This is an optimization exercise on Yosys and OpenROAD, whose aim is small area, a short achievable clock period and few clock cycles, not a production implementation. Where RTL was checked, it was by simulation tests only, not by an equivalence proof against the original. Power is estimated from default activity; no workload was simulated.

== before ==
==> flow/design.v <==
package art_pkg;
  localparam int unsigned ENTRIES_DEF      = 64;
  localparam int unsigned MAX_SUBJECTS_DEF = 16;
  localparam int unsigned MAX_OBJECTS_DEF  = 16;
  localparam int unsigned CFG_W = 5;
  localparam int unsigned LIST_MAX = 16;
  localparam logic [2:0] MODE_ADD  = 3'd0;
  localparam logic [2:0] MODE_REM  = 3'd1;
  localparam logic [2:0] MODE_NEW  = 3'd2;
  localparam logic [2:0] MODE_DEL  = 3'd3;
  localparam logic [2:0] MODE_OCC  = 3'd4;
  localparam logic [2:0] MODE_LIST = 3'd5;
  localparam logic [1:0] ST_DONE = 2'd0;
  localparam logic [1:0] ST_NEW  = 2'd1;
  localparam logic [1:0] ST_NONE = 2'd2;
  localparam logic [1:0] ST_FULL = 2'd3;
  localparam logic CFG_INIT_SUBJ = 1'b0;
  localparam logic CFG_OBJ_CNT   = 1'b1;
  localparam logic [1:0] RIGHTS_RW = 2'b11;
  typedef struct packed {
    logic start;     
    logic scan;      
    logic append;    
    logic finish;    
    logic emit;      
  } art_cmd_t;
  typedef struct packed {
    logic scan_done;   
    logic list_left;   
  } art_sts_t;
endpackage
module access_rights_table_unit
#(
  parameter int unsigned ENTRIES      = art_pkg::ENTRIES_DEF,
  parameter int unsigned MAX_SUBJECTS = art_pkg::MAX_SUBJECTS_DEF,
  parameter int unsigned MAX_OBJECTS  = art_pkg::MAX_OBJECTS_DEF
) (
  input  logic             clk_i,
  input  logic             rst_ni,
  input  logic             cfg_we_i,
  input  logic             cfg_idx_i,
  input  logic [art_pkg::CFG_W-1:0] cfg_data_i,
  input  logic             s_axis_tvalid,
  output logic             s_axis_tready,
  input  logic [15:0]      s_axis_tdata,   
  output logic             m_axis_tvalid,
  input  logic             m_axis_tready,
  output logic [31:0]      m_axis_tdata,   
  output logic             m_axis_tlast
);
  localparam int N = 64;
  logic        hv_q, sv_q;           
  logic [12:0] sc_q;                 
  logic [12:3] hc_q;                 
  logic        push, pop, load;
  assign s_axis_tready = !sv_q;
  assign push = s_axis_tvalid && !sv_q;
  assign load = pop || (push && !hv_q);
  logic [3:0] cs, co;
  logic [1:0] cm;
  assign cs   = hc_q[6:3];
  assign co   = hc_q[10:7];
  assign cm   = hc_q[12:11];
  logic m_add, m_rem, m_new, m_del, m_occ, m_list;
  logic [12:0] nh;
  logic [3:0]  hi_d;
  always_comb begin
    nh = sv_q ? sc_q : s_axis_tdata[12:0];
    if (nh[2:0] == art_pkg::MODE_OCC) nh[6:3] = hi_d;
  end
  logic [3:0] subj_q [0:N-1];
  logic [3:0] obj_q  [0:N-1];
  logic [1:0] rts_q  [0:N-1];
  logic [6:0] count_q;               
  logic       cinc_q, cdec_q;        
  logic [3:0] hi_q;                  
  logic [15:0] gone_q;
  logic [15:0] below_q;              
  logic [4:0] added_q, init_q;
  logic [4:0] objc_q;                
  logic       dany_q;                
  logic [6:0] ptr_q;                 
  logic        o0v_q, o0l_q;
  logic [23:0] o0d_q;
  logic ofree, step;
  assign ofree = !o0v_q || m_axis_tready;
  assign step = hv_q && ofree;
  logic use_s, use_o;                
  logic [N-1:0] valid, p;
  always_comb begin
    for (int i = 0; i < N; i++) begin
      valid[i] = (rts_q[i] != 2'b00);
      p[i] = valid[i] && (!use_s || subj_q[i] == cs) && (!use_o || obj_q[i] == co) &&
             (ptr_q[6] || (6'(i) < ptr_q[5:0]));
    end
  end
  logic [7:0] g_any, g_mul;
  logic [2:0] g_idx [0:7];
  logic [3:0] g_sub [0:7];
  always_comb
    for (int g = 0; g < 8; g++) begin
      logic [7:0] pg, hot;
      logic       seen;
      pg = p[8*g +: 8];
      seen = 1'b0;
      for (int j = 7; j >= 0; j--) begin
        hot[j] = pg[j] && !seen;
        seen = seen || pg[j];
      end
      g_any[g] = |pg;
      g_mul[g] = 1'b0;
      for (int j = 0; j < 8; j++)
        for (int k = j + 1; k < 8; k++) g_mul[g] = g_mul[g] | (pg[j] & pg[k]);
      g_idx[g] = '0;
      g_sub[g] = '0;
      for (int j = 0; j < 8; j++) begin
        g_idx[g] = g_idx[g] | (hot[j] ? 3'(j) : 3'd0);
        g_sub[g] = g_sub[g] | (hot[j] ? subj_q[8*g+j] : 4'd0);
      end
    end
  logic       any_p, multi;
  logic [5:0] hidx;
  logic [3:0] hsubj;
  always_comb begin
    logic [7:0] ghot;
    logic       seen, two;
    seen = 1'b0;
    for (int g = 7; g >= 0; g--) begin
      ghot[g] = g_any[g] && !seen;
      seen = seen || g_any[g];
    end
    any_p = |g_any;
    two = 1'b0;
    for (int g = 0; g < 8; g++)
      for (int k = g + 1; k < 8; k++) two = two | (g_any[g] & g_any[k]);
    multi = two || (|g_mul);
    hidx = '0;
    hsubj = '0;
    for (int g = 0; g < 8; g++) begin
      hidx = hidx | (ghot[g] ? {3'(g), g_idx[g]} : 6'd0);
      hsubj = hsubj | (ghot[g] ? g_sub[g] : 4'd0);
    end
  end
  logic remz;
  always_comb begin
    remz = 1'b0;
    for (int i = 0; i < N; i++)
      remz = remz | (p[i] && ((rts_q[i] & ~cm) == 2'b00));
  end
  logic [N-1:0] sh;
  logic [7:0]   gall, gpre;
  always_comb begin
    for (int g = 0; g < 8; g++) gall[g] = &valid[8*g +: 8];
    gpre[0] = 1'b1;
    for (int g = 1; g < 8; g++) gpre[g] = gpre[g-1] & gall[g-1];
    for (int i = 0; i < N; i++) begin
      sh[i] = gpre[i / 8];
      for (int j = 8 * (i / 8); j < i; j++) sh[i] = sh[i] & valid[j];
    end
  end
  logic [5:0] tot_raw;
  logic       tfull;
  logic [4:0] total;
  assign tot_raw = {1'b0, init_q} + {1'b0, added_q};
  assign tfull = (tot_raw >= 6'd16);
  assign total = tfull ? 5'd16 : tot_raw[4:0];
  logic sub_ok, tfull_tab, shift, ins;
  assign sub_ok = below_q[cs] && !gone_q[cs];
  assign tfull_tab = gpre[7] && gall[7];
  assign shift = step && m_add && sub_ok && (cm != 2'b00) && !tfull_tab;
  assign ins = shift && !any_p;
  logic occ_done, emit, done, last;
  logic empty;
  assign empty = !(|valid);
  assign occ_done = any_p || empty;
  always_comb begin
    emit = 1'b1; done = 1'b1; last = 1'b1;
    if (m_del && any_p) begin emit = 1'b0; done = 1'b0; end
    if (m_occ && !occ_done) begin emit = 1'b0; done = 1'b0; end
    if (m_list && multi) begin done = 1'b0; last = 1'b0; end
  end
  assign pop = step && done;
  logic [4:0] rows;
  assign rows = empty ? 5'd0 : {1'b0, cs} + 5'd1;
  logic [6:0] count;
  assign count = cinc_q ? count_q + 7'd1 : (cdec_q ? count_q - 7'd1 : count_q);
  assign hi_d = (ins && cs > hi_q) ? cs :
                (step && m_occ && !occ_done) ? cs - 4'd1 : hi_q;
  logic [1:0] st;
  logic [4:0] so;
  always_comb begin
    st = art_pkg::ST_NONE;
    so = '0;
    if (m_add) begin
      if (any_p) st = art_pkg::ST_DONE;
      else if (sub_ok) begin
        if (cm == 2'b00) st = art_pkg::ST_DONE;
        else if (tfull_tab) st = art_pkg::ST_FULL;
        else st = art_pkg::ST_NEW;
      end
    end
    if (m_rem && any_p) st = art_pkg::ST_DONE;
    if (m_new) begin
      if (tfull) begin st = art_pkg::ST_FULL; so = 5'd16; end
      else begin st = art_pkg::ST_DONE; so = total + 5'd1; end
    end
    if (m_del && dany_q) st = art_pkg::ST_DONE;
    if (m_occ) st = art_pkg::ST_DONE;
    if (m_list && any_p) begin st = art_pkg::ST_DONE; so = {1'b0, hsubj}; end
  end
  logic [8:0] cells;
  assign cells = empty ? 9'd0 : 9'(cs * objc_q) + 9'(objc_q);
  logic [23:0] res;
  assign res = {m_occ, m_occ ? count : 7'd0, m_occ ? cells : 9'd0, m_occ ? rows : so, st};
  logic [1:0] rorm, randm;
  assign rorm  = m_add ? cm : 2'b00;
  assign randm = m_rem ? ~cm : (m_add ? 2'b11 : 2'b00);
  always_ff @(posedge clk_i) begin
    for (int i = 0; i < N; i++) begin
      if (shift && sh[i]) begin
        subj_q[i] <= (i == 0) ? cs : subj_q[(i == 0) ? 0 : i-1];
        obj_q[i]  <= (i == 0) ? co : obj_q[(i == 0) ? 0 : i-1];
      end
    end
  end
  always_ff @(posedge clk_i or negedge rst_ni) begin
    if (!rst_ni) begin
      for (int i = 0; i < N; i++) rts_q[i] <= 2'b00;
    end else begin
      for (int i = 0; i < N; i++) begin
        if (shift && sh[i]) begin
          if (i == 0) rts_q[i] <= any_p ? 2'b00 : cm;
          else rts_q[i] <= rts_q[(i == 0) ? 0 : i-1] | (p[(i == 0) ? 0 : i-1] ? cm : 2'b00);
        end else if (step && (((m_add || m_rem) && p[i]) || (m_del && !ptr_q[6] && ptr_q[5:0] == 6'(i))))
          rts_q[i] <= (rts_q[i] | rorm) & randm;
      end
    end
  end
  logic [4:0]  init_d, added_d;
  logic [15:0] gone_d, below_d;
  logic [5:0]  tot_d;
  always_comb begin
    init_d = (cfg_we_i && cfg_idx_i == art_pkg::CFG_INIT_SUBJ) ? cfg_data_i : init_q;
    added_d = (step && m_new && !tfull) ? added_q + 5'd1 : added_q;
    gone_d = gone_q;
    if (step && m_del && !any_p && dany_q) gone_d[cs] = 1'b1;
    tot_d = {1'b0, init_d} + {1'b0, added_d};
    for (int k = 0; k < 16; k++) below_d[k] = (6'(k) < tot_d);
  end
  always_ff @(posedge clk_i) begin
    if (ofree) begin
      o0d_q <= res;
      o0l_q <= last;
    end
    if (!sv_q) sc_q <= s_axis_tdata[12:0];
  end
  always_ff @(posedge clk_i or negedge rst_ni) begin
    if (!rst_ni) begin
      hv_q <= 1'b0; sv_q <= 1'b0; hc_q <= '0;
      m_add <= 1'b0; m_rem <= 1'b0; m_new <= 1'b0; m_del <= 1'b0; m_occ <= 1'b0; m_list <= 1'b0;
      use_s <= 1'b0; use_o <= 1'b0;
      count_q <= '0; cinc_q <= 1'b0; cdec_q <= 1'b0; hi_q <= '0; gone_q <= '0; added_q <= '0;
      init_q <= 5'd2; objc_q <= 5'd2; below_q <= 16'h0003;
      ptr_q <= 7'd64; dany_q <= 1'b0;
      o0v_q <= 1'b0;
    end else begin
      if (cfg_we_i && cfg_idx_i == art_pkg::CFG_OBJ_CNT)
        objc_q <= (cfg_data_i > 5'd16) ? 5'd16 : cfg_data_i;
      init_q <= init_d;
      added_q <= added_d;
      gone_q <= gone_d;
      below_q <= below_d;
      if (load) begin
        hc_q <= nh[12:3];
        m_add  <= (nh[2:0] == art_pkg::MODE_ADD);
        m_rem  <= (nh[2:0] == art_pkg::MODE_REM);
        m_new  <= (nh[2:0] == art_pkg::MODE_NEW);
        m_del  <= (nh[2:0] == art_pkg::MODE_DEL);
        m_occ  <= (nh[2:0] == art_pkg::MODE_OCC);
        m_list <= (nh[2:0] == art_pkg::MODE_LIST);
        use_s  <= (nh[2:0] != art_pkg::MODE_LIST);
        use_o  <= (nh[2:0] == art_pkg::MODE_ADD) || (nh[2:0] == art_pkg::MODE_REM) ||
                  (nh[2:0] == art_pkg::MODE_LIST);
      end else if (step && m_occ && !occ_done) begin
        hc_q[6:3] <= hc_q[6:3] - 4'd1;
      end
      if (pop) begin
        if (sv_q) sv_q <= push;
        else hv_q <= push;
      end else if (push) begin
        if (!hv_q) hv_q <= 1'b1;
        else sv_q <= 1'b1;
      end
      if (step) begin
        ptr_q <= (done || m_occ) ? 7'd64 : {1'b0, hidx};
        dany_q <= done ? 1'b0 : (dany_q || (m_del && any_p));
      end
      count_q <= count;
      cinc_q <= ins;
      cdec_q <= step && ((m_rem && any_p && remz) || (m_del && !ptr_q[6]));
      hi_q <= hi_d;
      if (ofree) o0v_q <= step && emit;
    end
  end
  logic       o_occ;
  logic [4:0] o_x;
  assign o_occ = o0d_q[23];
  assign o_x = o0d_q[6:2];
  assign m_axis_tvalid = o0v_q;
  assign m_axis_tdata  = {4'b0, o0d_q[22:7], o_occ ? o_x : 5'd0,
                          o_occ ? 5'd0 : o_x, o0d_q[1:0]};
  assign m_axis_tlast  = o0l_q;
endmodule
==> flow/config.mk <==
export PLATFORM = sky130hd
export DESIGN_NAME = access_rights_table_unit
export DESIGN_NICKNAME = access_rights_table_unit
export VERILOG_FILES = /design/flow/design.v
export SDC_FILE = /design/flow/constraint.sdc
export NUM_CORES = 4
export LEC_CHECK = 0
export CAP_MARGIN = 20
export CORE_MARGIN = 2
export CORE_UTILIZATION = 40
export CTS_CLUSTER_DIAMETER = 80
export CTS_CLUSTER_SIZE = 30
export PLACE_DENSITY = 0.6
export SETUP_SLACK_MARGIN = 3.4
export SLEW_MARGIN = 20
==> flow/constraint.sdc <==
create_clock -name core_clock -period 8.0 [get_ports {clk_i}]
set_input_delay 1.6000 -clock core_clock [delete_from_list [all_inputs] [get_ports {clk_i}]]
set_output_delay 1.6000 -clock core_clock [all_outputs]
set_load 0.01 [all_outputs]
run.sh (not shown) runs the stock make flow with config.mk's settings and CLKGATE_MAP_FILE= SYNTH_SCRIPT=/design/flow/synth_recipe.tcl, a recipe that flattens the netlist after the stock synthesis.
## Diff of input files: after against before
--- a/flow/design.v
+++ b/flow/design.v
@@ -86,5 +86,7 @@
   assign ofree = !o0v_q || m_axis_tready;
   assign step = hv_q && ofree;
-  logic use_s, use_o;                
+  logic use_s, use_o;
+  assign use_s = !m_list;
+  assign use_o = m_add || m_rem || m_list;
   logic [N-1:0] valid, p;
   always_comb begin
@@ -259,5 +261,4 @@
       hv_q <= 1'b0; sv_q <= 1'b0; hc_q <= '0;
       m_add <= 1'b0; m_rem <= 1'b0; m_new <= 1'b0; m_del <= 1'b0; m_occ <= 1'b0; m_list <= 1'b0;
-      use_s <= 1'b0; use_o <= 1'b0;
       count_q <= '0; cinc_q <= 1'b0; cdec_q <= 1'b0; hi_q <= '0; gone_q <= '0; added_q <= '0;
       init_q <= 5'd2; objc_q <= 5'd2; below_q <= 16'h0003;
@@ -279,7 +280,4 @@
         m_occ  <= (nh[2:0] == art_pkg::MODE_OCC);
         m_list <= (nh[2:0] == art_pkg::MODE_LIST);
-        use_s  <= (nh[2:0] != art_pkg::MODE_LIST);
-        use_o  <= (nh[2:0] == art_pkg::MODE_ADD) || (nh[2:0] == art_pkg::MODE_REM) ||
-                  (nh[2:0] == art_pkg::MODE_LIST);
       end else if (step && m_occ && !occ_done) begin
         hc_q[6:3] <= hc_q[6:3] - 4'd1;
Results
The area of all placed cells without fillers in after sits about 0.35% below the value recorded for before. Area growth from synthesis to final layout across after and before: no real change. before -> after: post-synthesis compound-gate area fraction flat. On die area, after and before are basically level. On clock tree cell share of total cell area: between after and before, it ends up lower for before.
Testbench counts of after, summed over its fixed seeds: cycles 7,924.
For before, only the layout was checked, not whether the RTL still works.

Starts from the design.v that is shown in full above.
Settings: LEC_CHECK=0, CAP_MARGIN=20, CORE_MARGIN=2, CORE_UTILIZATION=40, CTS_CLUSTER_DIAMETER=80, CTS_CLUSTER_SIZE=30, PLACE_DENSITY=0.6, SETUP_SLACK_MARGIN=3.3, SLEW_MARGIN=20; clock period 8.0 ns.
The first run finished clean.
Next try:
--- a/flow/design.v
+++ b/flow/design.v
@@ -86,5 +86,7 @@
   assign ofree = !o0v_q || m_axis_tready;
   assign step = hv_q && ofree;
-  logic use_s, use_o;                
+  logic use_s, use_o;
+  assign use_s = !m_list;
+  assign use_o = m_add || m_rem || m_list;
   logic [N-1:0] valid, p;
   always_comb begin
@@ -101,11 +103,6 @@
     for (int g = 0; g < 8; g++) begin
       logic [7:0] pg, hot;
-      logic       seen;
       pg = p[8*g +: 8];
-      seen = 1'b0;
-      for (int j = 7; j >= 0; j--) begin
-        hot[j] = pg[j] && !seen;
-        seen = seen || pg[j];
-      end
+      for (int j = 0; j < 8; j++) hot[j] = pg[j] && !(|(pg >> (j + 1)));
       g_any[g] = |pg;
       g_mul[g] = 1'b0;
@@ -124,10 +121,6 @@
   always_comb begin
     logic [7:0] ghot;
-    logic       seen, two;
-    seen = 1'b0;
-    for (int g = 7; g >= 0; g--) begin
-      ghot[g] = g_any[g] && !seen;
-      seen = seen || g_any[g];
-    end
+    logic       two;
+    for (int g = 0; g < 8; g++) ghot[g] = g_any[g] && !(|(g_any >> (g + 1)));
     any_p = |g_any;
     two = 1'b0;
@@ -259,5 +252,4 @@
       hv_q <= 1'b0; sv_q <= 1'b0; hc_q <= '0;
       m_add <= 1'b0; m_rem <= 1'b0; m_new <= 1'b0; m_del <= 1'b0; m_occ <= 1'b0; m_list <= 1'b0;
-      use_s <= 1'b0; use_o <= 1'b0;
       count_q <= '0; cinc_q <= 1'b0; cdec_q <= 1'b0; hi_q <= '0; gone_q <= '0; added_q <= '0;
       init_q <= 5'd2; objc_q <= 5'd2; below_q <= 16'h0003;
@@ -279,7 +271,4 @@
         m_occ  <= (nh[2:0] == art_pkg::MODE_OCC);
         m_list <= (nh[2:0] == art_pkg::MODE_LIST);
-        use_s  <= (nh[2:0] != art_pkg::MODE_LIST);
-        use_o  <= (nh[2:0] == art_pkg::MODE_ADD) || (nh[2:0] == art_pkg::MODE_REM) ||
-                  (nh[2:0] == art_pkg::MODE_LIST);
       end else if (step && m_occ && !occ_done) begin
         hc_q[6:3] <= hc_q[6:3] - 4'd1;
Routed wire length barely changes. Critical path depth falls by 3. Area after synthesis drops slightly. Sequential power is higher slightly. Global-route usage increases by 0.12 points. Fmax shrinks slightly. Total power climbs by a little under a tenth.
No run of this note included a check of the RTL's function; only the layout flow was run.

## what the ideal ports hide
How much do the figures lean on ideal ports? The routed layouts below were timed once more, with nothing changed but the port constraints. Step 1 sets driving cells, clkbuf_16 on the clock port and buf_2 on the other inputs (assumed; they add their load-dependent delay and slew). Step 2 also shifts input and output timing later by t, the mid clock arrival at the registers, as if the neighbouring blocks saw the same clock. a / b / c = ideal ports / drivers / drivers and shift; a / b = the first two.
run	t, ns	setup WS [ns]	cell pins on the clock port's net
before	0.714	3.220 / 3.220 / 2.857	1
after	0.748	3.167 / 3.167 / 2.745	1
the first run of note 2	0.746	3.265 / 3.265 / 2.774	1
the second run of note 2	0.730	3.198 / 3.198 / 2.859	1
After both steps setup and hold are still met in every run listed. The setup slack of the first run of note 2, which loses most, moves by 0.000 ns with the drivers and by -0.491 ns with both steps.
